This is an optimization exercise on Yosys and OpenROAD, whose aim is small area, a short achievable clock period and few clock cycles per item, not a production implementation.
Function was checked by simulation only, so behaviour that the tests miss may differ from the original.
No activity file was given, so power comes from the tool's default toggle rates.

==> design/flow/design.v <==
`timescale 1ns/1ps
module ooo_regfile (
  input  logic        clk,
  input  logic        i_clr,
  input  logic        i_we,
  input  logic [4:0]  i_waddr,
  input  logic [31:0] i_wdata,
  input  logic [31:1] i_rsel1,
  input  logic [31:1] i_rsel2,
  output logic [31:0] o_rdata1,
  output logic [31:0] o_rdata2
);
  logic [31:0] regs [32];
  logic [31:0] wdata;
  assign wdata = i_wdata & {32{~i_clr}};
  always_ff @(posedge clk) begin
    for (int i = 1; i < 32; i++) begin
      if (i_clr || (i_we && i_waddr == 5'(i))) regs[i] <= wdata;
    end
  end
  always_comb begin
    o_rdata1 = '0;
    o_rdata2 = '0;
    for (int i = 1; i < 32; i++) begin
      o_rdata1 = o_rdata1 | (regs[i] & {32{i_rsel1[i]}});
      o_rdata2 = o_rdata2 | (regs[i] & {32{i_rsel2[i]}});
    end
  end
endmodule
`timescale 1ns/1ps
module ooo_alu (
  input  logic        i_sub,
  input  logic [6:0]  i_sel,
  input  logic [31:0] i_a,
  input  logic [31:0] i_bx,
  output logic [31:0] o_result
);
  logic [31:0] p, g;
  logic [31:0] gk [6];
  logic [31:0] pk [6];
  logic [31:0] carry;         
  logic [31:0] sum;
  logic        slt;
  assign p = i_a ^ i_bx;
  assign g = i_a & i_bx;
  always_comb begin
    gk[0] = g;
    pk[0] = p;
    gk[0][0] = g[0] | (p[0] & i_sub);
    for (int l = 0; l < 5; l++) begin
      for (int i = 0; i < 32; i++) begin
        if (i >= (1 << l)) begin
          gk[l+1][i] = gk[l][i] | (pk[l][i] & gk[l][i - (1 << l)]);
          pk[l+1][i] = pk[l][i] & pk[l][i - (1 << l)];
        end else begin
          gk[l+1][i] = gk[l][i];
          pk[l+1][i] = pk[l][i];
        end
      end
    end
    carry = {gk[5][30:0], i_sub};
  end
  assign sum = p ^ carry;
  assign slt = (i_a[31] == i_bx[31]) ? i_a[31] : sum[31];
  logic [31:0] sh_in, sh_out, sh_rev;
  always_comb begin
    for (int i = 0; i < 32; i++) sh_in[i] = i_sel[4] ? i_a[31-i] : i_a[i];
  end
  assign sh_out = sh_in >> i_bx[4:0];
  always_comb begin
    for (int i = 0; i < 32; i++) sh_rev[i] = sh_out[31-i];
  end
  assign o_result = ({32{i_sel[0]}} & sum)
                  | ({32{i_sel[1]}} & g)
                  | ({32{i_sel[2]}} & (p | g))
                  | ({32{i_sel[3]}} & p)
                  | ({32{i_sel[4]}} & sh_rev)
                  | ({32{i_sel[5]}} & sh_out)
                  | {31'd0, i_sel[6] & slt};
endmodule
`timescale 1ns/1ps
module ooo_core (
  input  logic        clk,
  input  logic        rst,
  input  logic        i_valid,
  input  logic [4:0]  i_uop_rd,
  input  logic [4:0]  i_uop_rs1,
  input  logic [4:0]  i_uop_rs2,
  input  logic [2:0]  i_uop_op,
  input  logic        i_uop_use_imm,
  input  logic [31:0] i_uop_imm,
  output logic        o_ready,
  output logic        o_commit_valid,
  output logic [4:0]  o_commit_rd,
  output logic [31:0] o_commit_data
);
  assign o_ready = 1'b1;
  logic        i_v;           
  logic        i_w;           
  logic [4:0]  i_rd;
  logic [31:1] i_rsel1;       
  logic [31:1] i_rsel2;
  logic        i_fwd1;        
  logic        i_fwd2;
  logic [2:0]  i_op;
  logic        i_sub;         
  logic        i_imm_sel;
  logic [31:0] i_imm;
  logic        e_v;
  logic        e_w;
  logic [4:0]  e_rd;
  logic        e_sub;
  logic [6:0]  e_sel;
  logic [31:0] e_a;
  logic [31:0] e_bx;          
  logic        c_v;
  logic [4:0]  c_rd;
  logic [31:0] c_data;
  always_ff @(posedge clk) begin
    i_rd      <= i_uop_rd;
    i_op      <= i_uop_op;
    i_sub     <= (i_uop_op == 3'd1) || (i_uop_op == 3'd7);
    i_imm_sel <= i_uop_use_imm;
    i_imm     <= i_uop_imm;
    for (int r = 1; r < 32; r++) begin
      i_rsel1[r] <= (i_uop_rs1 == 5'(r));
      i_rsel2[r] <= (i_uop_rs2 == 5'(r));
    end
    i_fwd1    <= i_w && (i_uop_rs1 == i_rd);
    i_fwd2    <= i_w && (i_uop_rs2 == i_rd);
    if (rst) begin
      i_v <= 1'b0;
      i_w <= 1'b0;
    end else begin
      i_v <= i_valid;
      i_w <= i_valid && (i_uop_rd != 5'd0);
    end
  end
  logic        rst_q;
  always_ff @(posedge clk) rst_q <= rst;
  logic [31:0] rf_a, rf_b, alu_out;
  logic [31:0] fwd_a, fwd_b;
  ooo_regfile regfile_i (
    .clk      (clk),
    .i_clr    (rst_q),
    .i_we     (e_w),
    .i_waddr  (e_rd),
    .i_wdata  (alu_out),
    .i_rsel1  (i_rsel1),
    .i_rsel2  (i_rsel2),
    .o_rdata1 (rf_a),
    .o_rdata2 (rf_b)
  );
  always_comb begin
    if (i_fwd1)         fwd_a = alu_out;
    else                fwd_a = rf_a;
    if (i_imm_sel)      fwd_b = i_imm;
    else if (i_fwd2)    fwd_b = alu_out;
    else                fwd_b = rf_b;
  end
  always_ff @(posedge clk) begin
    e_rd    <= i_rd;
    e_sub   <= i_sub;
    e_sel   <= {i_op == 3'd7, i_op == 3'd6, i_op == 3'd5, i_op == 3'd4,
                i_op == 3'd3, i_op == 3'd2, i_op[2:1] == 2'd0} & {7{i_w}};
    e_a     <= fwd_a;
    e_bx    <= fwd_b ^ {32{i_sub}};
    if (rst) begin
      e_v <= 1'b0;
      e_w <= 1'b0;
    end else begin
      e_v <= i_v;
      e_w <= i_w;
    end
  end
  ooo_alu alu_i (
    .i_sub    (e_sub),
    .i_sel    (e_sel),
    .i_a      (e_a),
    .i_bx     (e_bx),
    .o_result (alu_out)
  );
  always_ff @(posedge clk) begin
    c_rd   <= e_rd;
    c_data <= alu_out;
    if (rst) c_v <= 1'b0;
    else     c_v <= e_v;
  end
  assign o_commit_valid = c_v;
  assign o_commit_rd    = c_rd;
  assign o_commit_data  = c_data;
endmodule
==> design/flow/flow/run.sh <==
#!/bin/bash
# The standard layout (standard.sh, standard synthesis unchanged) with two
# changes to how the layout is optimised; the constraints are not changed:
#  - the buffer put on every input and output port is buf_4 instead of the
#    delay cell that buffer_ports picks by default.
set -o pipefail
bash standard.sh SETUP_SLACK_MARGIN=8.5 \
  "BUFFER_PORTS_ARGS=-buffer_cell sky130_fd_sc_hd__buf_4" finish > standard.log 2>&1
==> design/flow/standard.sh <==
#!/bin/bash
# synth_recipe.tcl (not shown) runs the flow's synth.tcl, then flattens the netlist and writes it again
# the make line also repeats each setting of config.mk as NAME=value (left out here)
make -C /OpenROAD-flow-scripts/flow DESIGN_CONFIG=/design/flow/config.mk WORK_HOME=/design/flow/orfs CLKGATE_MAP_FILE= SYNTH_SCRIPT=/design/flow/synth_recipe.tcl "${@:-finish}"
==> design/flow/config.mk <==
export PLATFORM = sky130hd
export DESIGN_NAME = ooo_core
export DESIGN_NICKNAME = ooo_core
export VERILOG_FILES = /design/flow/design.v
export SDC_FILE = /design/flow/constraint.sdc
export NUM_CORES = 4
export LEC_CHECK = 0
export CAP_MARGIN = 20
export CORE_MARGIN = 2
export CORE_UTILIZATION = 45
export CTS_BUF_LIST = sky130_fd_sc_hd__clkbuf_8 sky130_fd_sc_hd__clkbuf_16
export CTS_CLUSTER_DIAMETER = 80
export CTS_CLUSTER_SIZE = 25
export GPL_ROUTABILITY_DRIVEN = 1
export GPL_TIMING_DRIVEN = 1
export PLACE_DENSITY = 0.6
export SLEW_MARGIN = 20
==> design/flow/constraint.sdc <==
create_clock -name core_clock -period 12.0 [get_ports {clk}]
set_input_delay 2.4000 -clock core_clock [delete_from_list [all_inputs] [get_ports {clk}]]
set_output_delay 2.4000 -clock core_clock [all_outputs]
set_load 0.01 [all_outputs]
==> flow_summary.yaml, run 1 <==
worst_setup_path:
  critPathLaunch: "rst_q$_DFF_P_"
  r2r_slack_ps: 8210
  crit_fanout: 25
  critPathMaxStageDelay_ps: 960
  reg2reg_depth: 4
  endpoint: "regfile_i.regs[1][27]$_DFFE_PP_"
  crit_type: "reg -> reg"
  crit_path_end_kind: "flop"
  cp.arrival_ps: 4100
  reg2reg_from: "rst_q$_DFF_P_"
  cp_common_cell: "buf_4"
  cp.required_ps: 12310
  start_kind: "flop"
  reg2reg_to: "regfile_i.regs[1][27]$_DFFE_PP_"
  crit_chain: "inv_2 -> buf_4 -> nand2_2 -> buf_4"
  critPathSlowestCell: "dfxtp_4"
drt:
  drt-pass1-iter-count: 10
  wl_um: 275000
  ant_nets: 0
  drt_iter0_drc: 11200
  wl_per_cell_um: 49.1
  avgViaCountPerCell: 8.15
  drc: 0
  num_vias: 45600
cells_and_area:
  area_delta_synth_final_pct: 13.9
  nets: 4132
  final_common_cell: "edfxtp_1"
  final_cell_mix: "edfxtp_1, a22oi_1, a221oi_1, a22o_1, buf_4"
  drive_above_1_share: 0.185
clock_network:
  cts_made_buffers: 66
  cts_tree: "built"
  clk_pin_slew_ps: 100
  ctsHtreeMaxLevel: 3
  clk_path_buf_depth: 3
  clock_latency_ps: 710
  clock-sinks: 1218
  cts-root-buf: "clkbuf_16"
yosys:
  synth_top_cell_area_share: 0.565
  synth-seq-cells: 1218
  synthArstFlopShare: 0
  synth_area_leader_cell: "edfxtp_1"
  synthesis.instances: 3897
  synth_area_mm2: 0.0527
  yosysWarnings: 6
  synth_edf_count: 992
  synth_top_flop_cell: "edfxtp_1"
  yosys-top-cells-area: "edfxtp_1, dfxtp_1, a22oi_1"
  ys_types: 76
  syn_nets: 4017
  avgSynthCellArea_um2: 13.5
  ys_seq_area_frac: 0.651
placement:
  hpwl_um: 149000
  io_buffer_count: 91
  globalplace.congestion: 1.07
sta:
  rsz0062_at_grt: "yes"
  period_needed_ps: 3790
  finalCritPeriodShare: 0.316
  setup_viol: 0
  relSlewSlack: 0.125
  finalMaxSlewViolations: 0
  finalSetupTns_ps: 0
  fin_skew_ps: 58.0
  worst_pin_slew_ps: 1300
  max_freq_ghz: 0.264
  finalHoldViolCount: 0
floorplanning:
  die_y_um: 346
  die_w_um: 346
  start_util: 0.453
  dieArea_mm2: 0.120
  core-area_mm2: 0.116
  ios: 93
  rows: 125
pwr:
  pwr-share-clk: 0.278
  finalPower_mw: 9.66
  seqPwrFrac: 0.546
  switchingPower_mw: 2.95
  p_per_area_mw_per_mm2: 161
  internal_power_mw: 6.71
  switching_share: 0.305
  ir_worst_vdd_v: 0.000102
  leakage_nw: 21.1
  pwr-share-comb: 0.177
global_route:
  overflow: 0
  grt_pass1_vias: 41700
  antenna_found_initial: 17
  grt_max_degree: 36
  grt_use_total: 0.442
  grt_pass1_wl_um: 360000
flow_run:
  timing.max_cap.violations: 0
min_path:
  hold_class: "reg -> reg"
outcome:
  status: "finished clean"
worst max-delay path, delay by kind of cell (launching register included):
kind,cells,cell delay [ps]
flip-flops,1,960
buffers and inverters,3,1640
AND/OR/NAND/NOR,1,730
power groups by stage:
stage | registers (mW) | logic [mW] | clock network, mW
floorplan | 5.18 | 0.847 | 0
global placement | 5.33 | 1.40 | 0
detailed placement | 5.33 | 1.39 | 0
CTS | 5.24 | 1.51 | 2.64
global route | 5.28 | 1.74 | 2.80
finish | 5.27 | 1.71 | 2.68
synthesized netlist by cell type (7+ instances only):
cell type / number
o21a_1: 13
buf_1: 33
buf_2: 8
nor3_1: 62
ha_1: 64
a21oi_1: 167
a221oi_1: 234
mux2i_1: 26
inv_1: 114
xor2_1: 29
a211oi_1: 24
a21o_1: 20
nand2_1: 113
a31oi_1: 7
nor2b_1: 12
mux2_2: 21
nor4_1: 40
o221ai_1: 10
a22oi_1: 516
xnor2_1: 25
dfxtp_1: 226
clkbuf_1: 235
nor2_1: 142
o31ai_1: 19
o211a_1: 8
nand2b_1: 22
edfxtp_1: 992
mux4_2: 50
nand4_1: 134
nand3_1: 109
o21ai_0: 65
a22o_1: 229
o21ai_1: 10
and2_1: 10
logic make-up (layout without fill, tap and decap cells):
family,count (synthesis),after routing,share of synthesized area
other,1,11,0.0000712
adders and majority gates,66,66,0.0160
xor gates and xnor gates,54,54,0.00898
and+or+nand+nor,671,692,0.0639
muxes,98,98,0.0311
buffers and inverters,398,544,0.0289
DFF,1218,1218,0.651
AOI/OAI and AO/OA,1391,1391,0.200
cell type report:
cell class,instances,area [um2]
well taps,1524,1910
clock inverters,48,433
repair inverters,1,8.76
repair buffers,304,2840
fillers,9834,56200
clock buffers,72,1790
diodes,10,25.0
multi-input cells,2302,18000
flip-flops and latches,1218,34500
inverters,119,488
worst min-delay path by stage:
| stage | from | to | slack [ps] | cells past startpoint |
|---|---|---|---|---|
| after CTS | i_rd[0]$_DFF_P_ | e_rd[0]$_DFF_P_ | 420 | 0 |
| after floorplan | e_rd[0]$_DFF_P_ | c_rd[0]$_DFF_P_ | 330 | 0 |
| final | i_rd[0]$_DFF_P_ | e_rd[0]$_DFF_P_ | 420 | 0 |
| after global routing | i_rd[3]$_DFF_P_ | e_rd[3]$_DFF_P_ | 450 | 0 |
| after global placement | i_rd[0]$_DFF_P_ | e_rd[0]$_DFF_P_ | 400 | 0 |
| after detailed placement | i_rd[0]$_DFF_P_ | e_rd[0]$_DFF_P_ | 400 | 0 |
stage by stage:
step                      utilization  instance area [um2]  setup slack, ps  hold WS [ps]  cells
after floorplan                     -                52900             8170           329   3897
after global placement          0.479                55700             7180           402   5370
after detailed placement        0.479                55700             7120           403   5370
after CTS                       0.508                59000             8370           417   5540
after global routing            0.516                60000             8340           449   5589
final                           0.516                60000             8210           421   5598
metal layers:
layer / vias up / part of all wire / GRT usage
li1: 16300 / - / -
met3: 1820 / 0.18 / 0.225
met2: 5626 / 0.39 / 0.609
met4: 24 / 0.099 / 0.318
met1: 21900 / 0.32 / 0.528
met5: - / 0.0015 / 0.0132
flip-flops by register name, summed over array words and instances (netlist names), 3 cells and up:
register        count
i_rd                5
i_imm              32
i_rsel2            31
e_sel               7
c_data             32
regfile_i.regs    992
e_bx               32
c_rd                5
e_a                32
i_rsel1            31
e_rd                5
i_op                3
what timing repair did:
item,in CTS,in global routing
pin swaps,26,34
endpoints found under the setup margin,1137,965
hold buffers,0,0
buffers inserted,35,34
hold endpoints to repair,0,0
gates cloned,15,14
gates resized for setup,190,96
Testbench counts, summed over its fixed seeds: cycles 6,424, items 6,400.
==> inputs of run 2 (changes only) <==
--- a/design/flow/design.v
+++ b/design/flow/design.v
@@ -102,4 +102,6 @@
   logic [31:1] i_rsel2;
-  logic        i_fwd1;        
-  logic        i_fwd2;
+  logic        i_fwd1_e;      
+  logic        i_fwd1_c;      
+  logic        i_fwd2_e;
+  logic        i_fwd2_c;
   logic [2:0]  i_op;
@@ -116,4 +118,8 @@
   logic        c_v;
+  logic        c_w;
   logic [4:0]  c_rd;
   logic [31:0] c_data;
+  logic        o_v;
+  logic [4:0]  o_rd;
+  logic [31:0] o_data;
   always_ff @(posedge clk) begin
@@ -128,4 +134,6 @@
     end
-    i_fwd1    <= i_w && (i_uop_rs1 == i_rd);
-    i_fwd2    <= i_w && (i_uop_rs2 == i_rd);
+    i_fwd1_e  <= i_w && (i_uop_rs1 == i_rd);
+    i_fwd1_c  <= e_w && (i_uop_rs1 == e_rd);
+    i_fwd2_e  <= i_w && (i_uop_rs2 == i_rd);
+    i_fwd2_c  <= e_w && (i_uop_rs2 == e_rd);
     if (rst) begin
@@ -145,5 +153,5 @@
     .i_clr    (rst_q),
-    .i_we     (e_w),
-    .i_waddr  (e_rd),
-    .i_wdata  (alu_out),
+    .i_we     (c_w),
+    .i_waddr  (c_rd),
+    .i_wdata  (c_data),
     .i_rsel1  (i_rsel1),
@@ -154,6 +162,8 @@
   always_comb begin
-    if (i_fwd1)         fwd_a = alu_out;
+    if (i_fwd1_e)       fwd_a = alu_out;
+    else if (i_fwd1_c)  fwd_a = c_data;
     else                fwd_a = rf_a;
     if (i_imm_sel)      fwd_b = i_imm;
-    else if (i_fwd2)    fwd_b = alu_out;
+    else if (i_fwd2_e)  fwd_b = alu_out;
+    else if (i_fwd2_c)  fwd_b = c_data;
     else                fwd_b = rf_b;
@@ -185,8 +195,19 @@
     c_data <= alu_out;
-    if (rst) c_v <= 1'b0;
-    else     c_v <= e_v;
-  end
-  assign o_commit_valid = c_v;
-  assign o_commit_rd    = c_rd;
-  assign o_commit_data  = c_data;
+    if (rst) begin
+      c_v <= 1'b0;
+      c_w <= 1'b0;
+    end else begin
+      c_v <= e_v;
+      c_w <= e_w;
+    end
+  end
+  always_ff @(posedge clk) begin
+    o_rd   <= c_rd;
+    o_data <= c_data;
+    if (rst) o_v <= 1'b0;
+    else     o_v <= c_v;
+  end
+  assign o_commit_valid = o_v;
+  assign o_commit_rd    = o_rd;
+  assign o_commit_data  = o_data;
 endmodule
--- a/design/flow/config.mk
+++ b/design/flow/config.mk
@@ -10,5 +10,4 @@
 export CORE_UTILIZATION = 45
-export CTS_BUF_LIST = sky130_fd_sc_hd__clkbuf_8 sky130_fd_sc_hd__clkbuf_16
 export CTS_CLUSTER_DIAMETER = 80
-export CTS_CLUSTER_SIZE = 25
+export CTS_CLUSTER_SIZE = 20
 export GPL_ROUTABILITY_DRIVEN = 1
==> run 2 against run 1 <==
  * Largest cell class unchanged
  * Still clean on timing, DRC and antenna
  * Synthesized cell count increased by 5.4%
  * Critical path depth up 4
  * Worst setup slack improved by 180 ps
  * Fmax is 5.1% higher
  * Highest routed layer unchanged
  * Sequential share of layout area grew 0.72 points
  * Largest power group unchanged
  * Routed wire length decreased by 0.20%
  * First-iteration DRC count increased by 2.1%
  * Critical endpoint is now e_bx[20]$_DFF_P_
  * Synthesized area is 3.3% higher
==> flow_summary.yaml, run 2 <==
floorplanning:
  dieArea_mm2: 0.124
  ios: 93
  start_util: 0.454
  rows: 127
  die_w_um: 352
  core-area_mm2: 0.120
  die_y_um: 352
pwr:
  ir_worst_vdd_v: 0.000103
  finalPower_mw: 9.67
  p_per_area_mw_per_mm2: 160
  seqPwrFrac: 0.558
  switching_share: 0.294
  leakage_nw: 21.1
  internal_power_mw: 6.82
  switchingPower_mw: 2.85
  pwr-share-comb: 0.158
  pwr-share-clk: 0.284
drt:
  maxUsedRoutingLayer: "met5"
  drt_iter0_drc: 11400
  dr_wl_met2_um: 107000
  drc: 0
  ant_nets: 0
  drt-pass1-iter-count: 12
  wl_met3_um: 50900
  num_vias: 46700
  wl_per_cell_um: 47.0
  wl_met1_um: 91100
  avgViaCountPerCell: 8.00
  wl_um: 274000
worst_setup_path:
  cp.required_ps: 12620
  crit_fanout: 24
  start_kind: "flop"
  crit_type: "reg -> reg"
  crit_path_end_kind: "flop"
  cp.arrival_ps: 4220
yosys:
  synth.most_common_cell: "edfxtp_1"
  synth_top_cell_area_share: 0.547
  synthesis.instances: 4106
  synth_top_flop_cell: "edfxtp_1"
  synth_area_mm2: 0.0544
  synth_xor_area_frac: 0.00901
  yosysWarnings: 6
  synth_edf_count: 992
  ys_types: 77
  ys_seq_area_frac: 0.645
  synth_top_family_by_area: "compound AO/OA/AOI/OAI gates"
  avgSynthCellArea_um2: 13.3
  synth_area_leader_cell: "edfxtp_1"
  synth_fa_ha_area_frac: 0.0154
  synth-compound-area-share: 0.204
  synth-seq-cells: 1259
  synthArstFlopShare: 0
  yosys-top-cells-count: "edfxtp_1, a22oi_1, dfxtp_1"
  synth_simple_gate_area_frac: 0.0710
  synthMuxAreaShare: 0.0279
  syn_nets: 4226
  yosys-top-cells-area: "edfxtp_1, dfxtp_1, a22oi_1"
placement:
  place_ws_ps: 7280
  io_buffer_count: 91
  globalplace.congestion: 1.08
  hpwl_um: 150000
clock_network:
  clock_latency_ps: 710
  cts_made_buffers: 74
  clk_path_buf_depth: 3
  ctsHtreeMaxLevel: 3
  clock-sinks: 1259
  cts_tree: "built"
  cts-root-buf: "clkbuf_16"
  ctsHoldBuffers: 0
  clk_pin_slew_ps: 90
sta:
  max_freq_ghz: 0.277
  setup_viol: 0
  finalHoldViolCount: 0
  finalSetupTns_ps: 0
  rsz0062_at_grt: "yes"
  finalMaxSlewViolations: 0
  worst_pin_slew_ps: 1350
  relSlewSlack: 0.0948
  fin_skew_ps: 31.0
  period_needed_ps: 3610
  finalWorstSetupSlack_ps: 8390
  finalCritPeriodShare: 0.301
outcome:
  status: "finished clean"
cells_and_area:
  regArea_mm2: 0.0353
  largest_reg_flops: 992
  nets: 4283
  multi_input_area_mm2: 0.0184
  final_common_cell: "edfxtp_1"
  nFillCells: 10300
  final_cell_mix: "edfxtp_1, a22oi_1, a221oi_1, a22o_1, buf_4"
  post-route-util: 0.505
  largest_register: "regfile_i.regs"
  drive_above_1_share: 0.153
  area_delta_synth_final_pct: 11.3
global_route:
  grt_pass1_wl_um: 362000
  antenna_found_initial: 22
  overflow: 0
  grt_max_degree: 64
  grt_use_total: 0.433
  grt_pass1_vias: 42700
flow_run:
  timing.max_cap.violations: 0
min_path:
  hold_class: "reg -> reg"
## run 2: layer usage
layer  global-route usage  vias up
met3                0.224     1678
li1                     -    16900
met4                0.292       40
met2                0.587     5384
met5               0.0279        -
met1                0.532    22700
## run 2: repair_timing
action	4_1_cts	5_1_grt
setup endpoints to repair	143	73
cloned	1	0
buffers inserted	3	24
resized for setup	96	51
pin swaps	3	9
## run 2: per-stage QoR
| stage | cells | cell area, um2 | hold slack, ps |
|---|---|---|---|
| after floorplan | 4106 | 54500 | 329 |
| after global placement | 5671 | 57600 | 385 |
| after detailed placement | 5671 | 57600 | 388 |
| after CTS | 5789 | 60200 | 399 |
| after global routing | 5816 | 60600 | 405 |
| final | 5834 | 60600 | 400 |
## run 2: worst max-delay path, stage by stage (launching register included)
cell	delay (ps)
dfxtp_2	500
buf_4	470
a22o_1	310
a221oi_1	230
nand3_1	150
nor4_2	1140
nor2_1	130
a311oi_1	370
xnor2_1	150
## run 2: layout make-up
cell class / instances / area share
clock buffers: 104 / 0.0338
diodes: 21 / 0.000867
multi-input cells: 2463 / 0.303
clock inverters: 10 / 0.00258
inverters: 82 / 0.00516
well taps: 1612 / 0.0333
flip-flops and latches: 1259 / 0.583
repair buffers: 283 / 0.0387
## run 2: kinds of logic after synthesis
| kind of cell | after synthesis |
|---|---|
| AO/OA/AOI/OAI | 1467 |
| other | 1 |
| adder cells (fa/ha/maj) | 66 |
| flip-flops | 1259 |
| XOR/XNOR | 56 |
| AND/OR/NAND/NOR | 772 |
| multiplexers | 101 |
| buffers and inverters | 384 |
## run 2: worst paths after layout
| kind | slack [ps] | startpoint | endpoint | cells after the start |
|---|---|---|---|---|
| max reg2reg | 8390 | i_rsel2[28]$_DFF_P_ | e_bx[20]$_DFF_P_ | 8 |
| min | 400 | i_rd[3]$_DFF_P_ | e_rd[3]$_DFF_P_ | 0 |
| max | 8390 | i_rsel2[28]$_DFF_P_ | e_bx[20]$_DFF_P_ | 8 |
| min reg2reg | 400 | i_rd[3]$_DFF_P_ | e_rd[3]$_DFF_P_ | 0 |
## run 2: power by group through the flow
| stage | registers [mW] | logic [mW] | clock network (mW) |
|---|---|---|---|
| after detailed placement | 5.46 | 1.37 | 0 |
| after floorplan | 5.31 | 0.803 | 0 |
| after global routing | 5.41 | 1.57 | 2.86 |
| after global placement | 5.46 | 1.38 | 0 |
| final | 5.40 | 1.53 | 2.74 |
| after CTS | 5.37 | 1.41 | 2.71 |
Testbench counts of run 2, summed over its fixed seeds: cycles 6,432, items 6,400.
==> inputs of run 3 (changes only) <==
--- a/design/flow/design.v
+++ b/design/flow/design.v
@@ -35,2 +35,3 @@
   input  logic [31:0] i_bx,
+  input  logic [4:0]  i_shamt,    
   output logic [31:0] o_result
@@ -68,3 +69,3 @@
   end
-  assign sh_out = sh_in >> i_bx[4:0];
+  assign sh_out = sh_in >> i_shamt;
   always_comb begin
@@ -117,2 +118,3 @@
   logic [31:0] e_bx;          
+  logic [4:0]  e_shamt;       
   logic        c_v;
@@ -132,3 +134,3 @@
       i_rsel1[r] <= (i_uop_rs1 == 5'(r));
-      i_rsel2[r] <= (i_uop_rs2 == 5'(r));
+      i_rsel2[r] <= (i_uop_rs2 == 5'(r)) && !i_uop_use_imm;
     end
@@ -177,2 +179,3 @@
     e_bx    <= fwd_b ^ {32{i_sub}};
+    e_shamt <= fwd_b[4:0];
     if (rst) begin
@@ -190,2 +193,3 @@
     .i_bx     (e_bx),
+    .i_shamt  (e_shamt),
     .o_result (alu_out)
@@ -193,4 +197,4 @@
   always_ff @(posedge clk) begin
-    c_rd   <= e_rd;
-    c_data <= alu_out;
+    c_rd   <= e_rd & {5{e_v}};
+    c_data <= alu_out & {32{e_v}};
     if (rst) begin
==> design/flow/run.sh (new file) <==
#!/bin/bash
# synth_recipe.tcl (not shown) runs the flow's synth.tcl, then flattens the netlist and writes it again
# the make line also repeats each setting of config.mk as NAME=value (left out here)
make -C /OpenROAD-flow-scripts/flow DESIGN_CONFIG=/design/flow/config.mk WORK_HOME=/design/flow/orfs CLKGATE_MAP_FILE= SYNTH_SCRIPT=/design/flow/synth_recipe.tcl finish
--- a/design/flow/config.mk
+++ b/design/flow/config.mk
@@ -15,2 +15,3 @@
 export PLACE_DENSITY = 0.6
+export SETUP_SLACK_MARGIN = 5
 export SLEW_MARGIN = 20
removed: design/flow/flow/run.sh
removed: design/flow/standard.sh
==> run 3 against run 2 <==
  * Synthesized cell count rose by 1.5%
  * First-iteration DRC count fell by 7.3%
  * Fmax fell by 19%
  * Sequential share of layout area fell by 0.69 points
  * Via count fell by 0.78%
  * Routed wire length fell by 0.15%
  * Core utilization fell by 0.70 points
  * Non-clock buffer count fell by 25
  * Critical endpoint is now e_bx[0]$_DFF_P_
==> flow_summary.yaml, run 3 <==
outcome:
  status: "finished clean"
yosys:
  yosys-top-cells-count: "edfxtp_1, a22oi_1, a221oi_1"
  yosysWarnings: 6
  synth_area_leader_cell: "edfxtp_1"
  syn_nets: 4286
  yosys-top-cells-area: "edfxtp_1, dfxtp_1, a22oi_1"
  synth_top_flop_cell: "edfxtp_1"
  synth_edf_count: 992
  synth_top_cell_area_share: 0.535
  synthArstFlopShare: 0
  avgSynthCellArea_um2: 13.4
  synth_area_mm2: 0.0557
  synth.most_common_cell: "edfxtp_1"
  ys_types: 88
  ys_seq_area_frac: 0.633
  synthesis.instances: 4166
  synth-seq-cells: 1264
pwr:
  ir_worst_vdd_v: 0.000128
  leakage_nw: 21.2
  p_per_area_mw_per_mm2: 149
placement:
  postPlaceCellArea_mm2: 0.0589
  place_ws_ps: 7830
  io_buffer_count: 91
  globalplace.congestion: 1.04
  hpwl_um: 150000
cells_and_area:
  largest_register: "regfile_i.regs"
  nFillCells: 10500
  final_common_cell: "edfxtp_1"
  largest_reg_flops: 992
  drive_above_1_share: 0.111
  final_cell_mix: "edfxtp_1, a22oi_1, a221oi_1, a22o_1, dfxtp_1"
  regArea_mm2: 0.0353
  area_delta_synth_final_pct: 10.2
  final_area_mm2: 0.0613
  multi_input_area_mm2: 0.0192
  nets: 4309
floorplanning:
  die_y_um: 356
  rows: 129
  start_util: 0.452
  core-area_mm2: 0.123
  die_w_um: 356
  ios: 93
  dieArea_mm2: 0.127
drt:
  wl_per_cell_um: 46.6
  drt-pass1-iter-count: 10
  wl_met1_um: 87900
  avgViaCountPerCell: 7.88
  drc: 0
  dr_wl_met2_um: 114000
  wl_met3_um: 46300
  wl_um: 274000
  maxUsedRoutingLayer: "met5"
  drt_iter0_drc: 10600
  ant_nets: 0
  num_vias: 46300
worst_setup_path:
  cp_num_buf_inv: 1
  crit_type: "reg -> reg"
  cp.arrival_ps: 5080
  reg2reg_depth: 11
  r2r_slack_ps: 7560
  critPathMaxStageDelay_ps: 830
  start_kind: "flop"
  crit_path_end_kind: "flop"
  reg2reg_from: "e_a[6]$_DFF_P_"
  cp_top_family: "compound AO/OA/AOI/OAI gates"
  cp.required_ps: 12640
  critPathSlowestCell: "o211ai_1"
  crit_fanout: 10
  crit_chain: "inv_1 -> ha_1 -> a21oi_1 -> nor3_1 -> o41ai_2 -> a21boi_0 -> o211ai_1 -> a41oi_1 -> o21ai_0 -> o21a_1 -> xor2_1"
  reg2reg_to: "e_bx[0]$_DFF_P_"
sta:
  setup_viol: 0
  period_needed_ps: 4440
  finalHoldViolCount: 0
  worst_pin_slew_ps: 1310
  fin_skew_ps: 50.2
  finalMaxSlewViolations: 0
  rsz0062_at_grt: "no"
  finalCritPeriodShare: 0.370
  max_freq_ghz: 0.225
  relSlewSlack: 0.126
  finalSetupTns_ps: 0
  finalWorstSetupSlack_ps: 7560
clock_network:
  clk_path_buf_depth: 3
  post-cts-setup-buffers: 0
  cts_made_buffers: 77
  clock-sinks: 1264
  cts-root-buf: "clkbuf_16"
  clock_latency_ps: 740
  ctsHoldBuffers: 0
  clk_pin_slew_ps: 90
  cts_tree: "built"
  ctsHtreeMaxLevel: 3
  cts_resized: 0
min_path:
  hold_class: "reg -> reg"
  hold_start: "c_data[24]$_DFF_P_"
  hold_end: "o_data[24]$_DFF_P_"
  hold_depth: 0
global_route:
  overflow: 0
  antenna_found_initial: 17
  grt_use_total: 0.421
  grt_max_degree: 60
  grt_pass1_vias: 43300
  grt_pass1_wl_um: 364000
flow_run:
  timing.max_cap.violations: 0
==> run 3: where the power goes <==
part	switching (mW)	internal, mW	total, mW
registers	0.204	4.91	5.11
logic	0.845	0.386	1.23
clock network	1.56	1.23	2.79
==> run 3: routing by layer <==
layer,track usage,vias to the layer above
li1,-,17100
met5,0.00604,-
met1,0.493,22400
met3,0.189,1609
met4,0.303,14
met2,0.613,5154
==> run 3: worst register-to-register path, stage by stage, from the launching register on <==
cell and delay, ps:
dfxtp_1 650, inv_1 120, ha_1 390, a21oi_1 370, nor3_1 130, o41ai_2 670
a21boi_0 320, o211ai_1 830, a41oi_1 300, o21ai_0 260, o21a_1 190, xor2_1 140
==> run 3: area by class of cell <==
cell class | instances | area share
inverters | 93 | 0.00569
flip-flops and latches | 1264 | 0.576
multi-input cells | 2495 | 0.313
well taps | 1637 | 0.0334
diodes | 11 | 0.000449
clock buffers | 101 | 0.0332
repair buffers | 258 | 0.0353
clock inverters | 15 | 0.00347
==> run 3: cells by family (layout without fill, tap and decap cells) <==
logic type               Yosys count  in the layout  synth area share
other                              1             12         0.0000674
flip-flops                      1264           1264             0.633
AO/OA/AOI/OAI                   1486           1486             0.204
AND/OR/NAND/NOR                  749            749            0.0683
multiplexers                     128            128            0.0396
buffers and inverters            407            467            0.0301
XOR/XNOR                          65             65            0.0102
adder cells (fa/ha/maj)           66             66            0.0151
==> run 3: metrics by stage <==
step           hold slack, ps  power, mW  instances  utilization
2_1_floorplan             329       5.78       4166            -
3_3_place_gp              345       6.35       5746        0.479
3_5_place_dp              345       6.35       5746        0.479
4_1_cts                   363       9.03       5862        0.497
5_1_grt                   374       9.31       5863        0.498
6_report                  364       9.13       5874        0.498
==> run 3: worst max path at each step <==
| stage | from | to | slack, ps | cells after the start |
|---|---|---|---|---|
| after floorplan | i_uop_rs1[0] | i_rsel1[13]$_DFF_P_ | 8760 | 4 |
| after global placement | e_sel[4]$_DFF_P_ | e_bx[6]$_DFF_P_ | 7800 | 9 |
| after detailed placement | e_a[6]$_DFF_P_ | e_bx[0]$_DFF_P_ | 7830 | 11 |
| after CTS | e_a[6]$_DFF_P_ | e_bx[31]$_DFF_P_ | 7790 | 11 |
| after global routing | e_a[6]$_DFF_P_ | e_bx[0]$_DFF_P_ | 7440 | 11 |
| final | e_a[6]$_DFF_P_ | e_bx[0]$_DFF_P_ | 7560 | 11 |
Testbench counts of run 3, summed over its fixed seeds: cycles 6,432, items 6,400.

## static timing again, ports no longer ideal
Ports are ideal in the flow. The routed layouts listed here were re-timed in OpenROAD. Step 1: set_driving_cell puts a clkbuf_16 on clk and a buf_2 on each other input, an assumption about the parent block. Step 2 also shifts input and output timing later by t, the mid clock arrival at the registers, as if the neighbouring blocks saw the same clock. Slacks: ideal ports / drivers / drivers and shift; pairs: ideal ports / drivers.
| run | t, ns | setup WS [ns] | clock arrival spread, ns | worst register clock-pin slew, ns |
|---|---|---|---|---|
| run 1 | 0.754 | 8.209 / 8.209 / 8.209 | 0.059 / 0.059 | 0.11 / 0.11 |
| run 2 | 0.767 | 8.392 / 8.326 / 8.392 | 0.035 / 0.034 | 0.10 / 0.10 |
| run 3 | 0.785 | 7.561 / 7.561 / 7.561 | 0.063 / 0.063 | 0.10 / 0.10 |
After both steps every run listed still meets setup and hold.
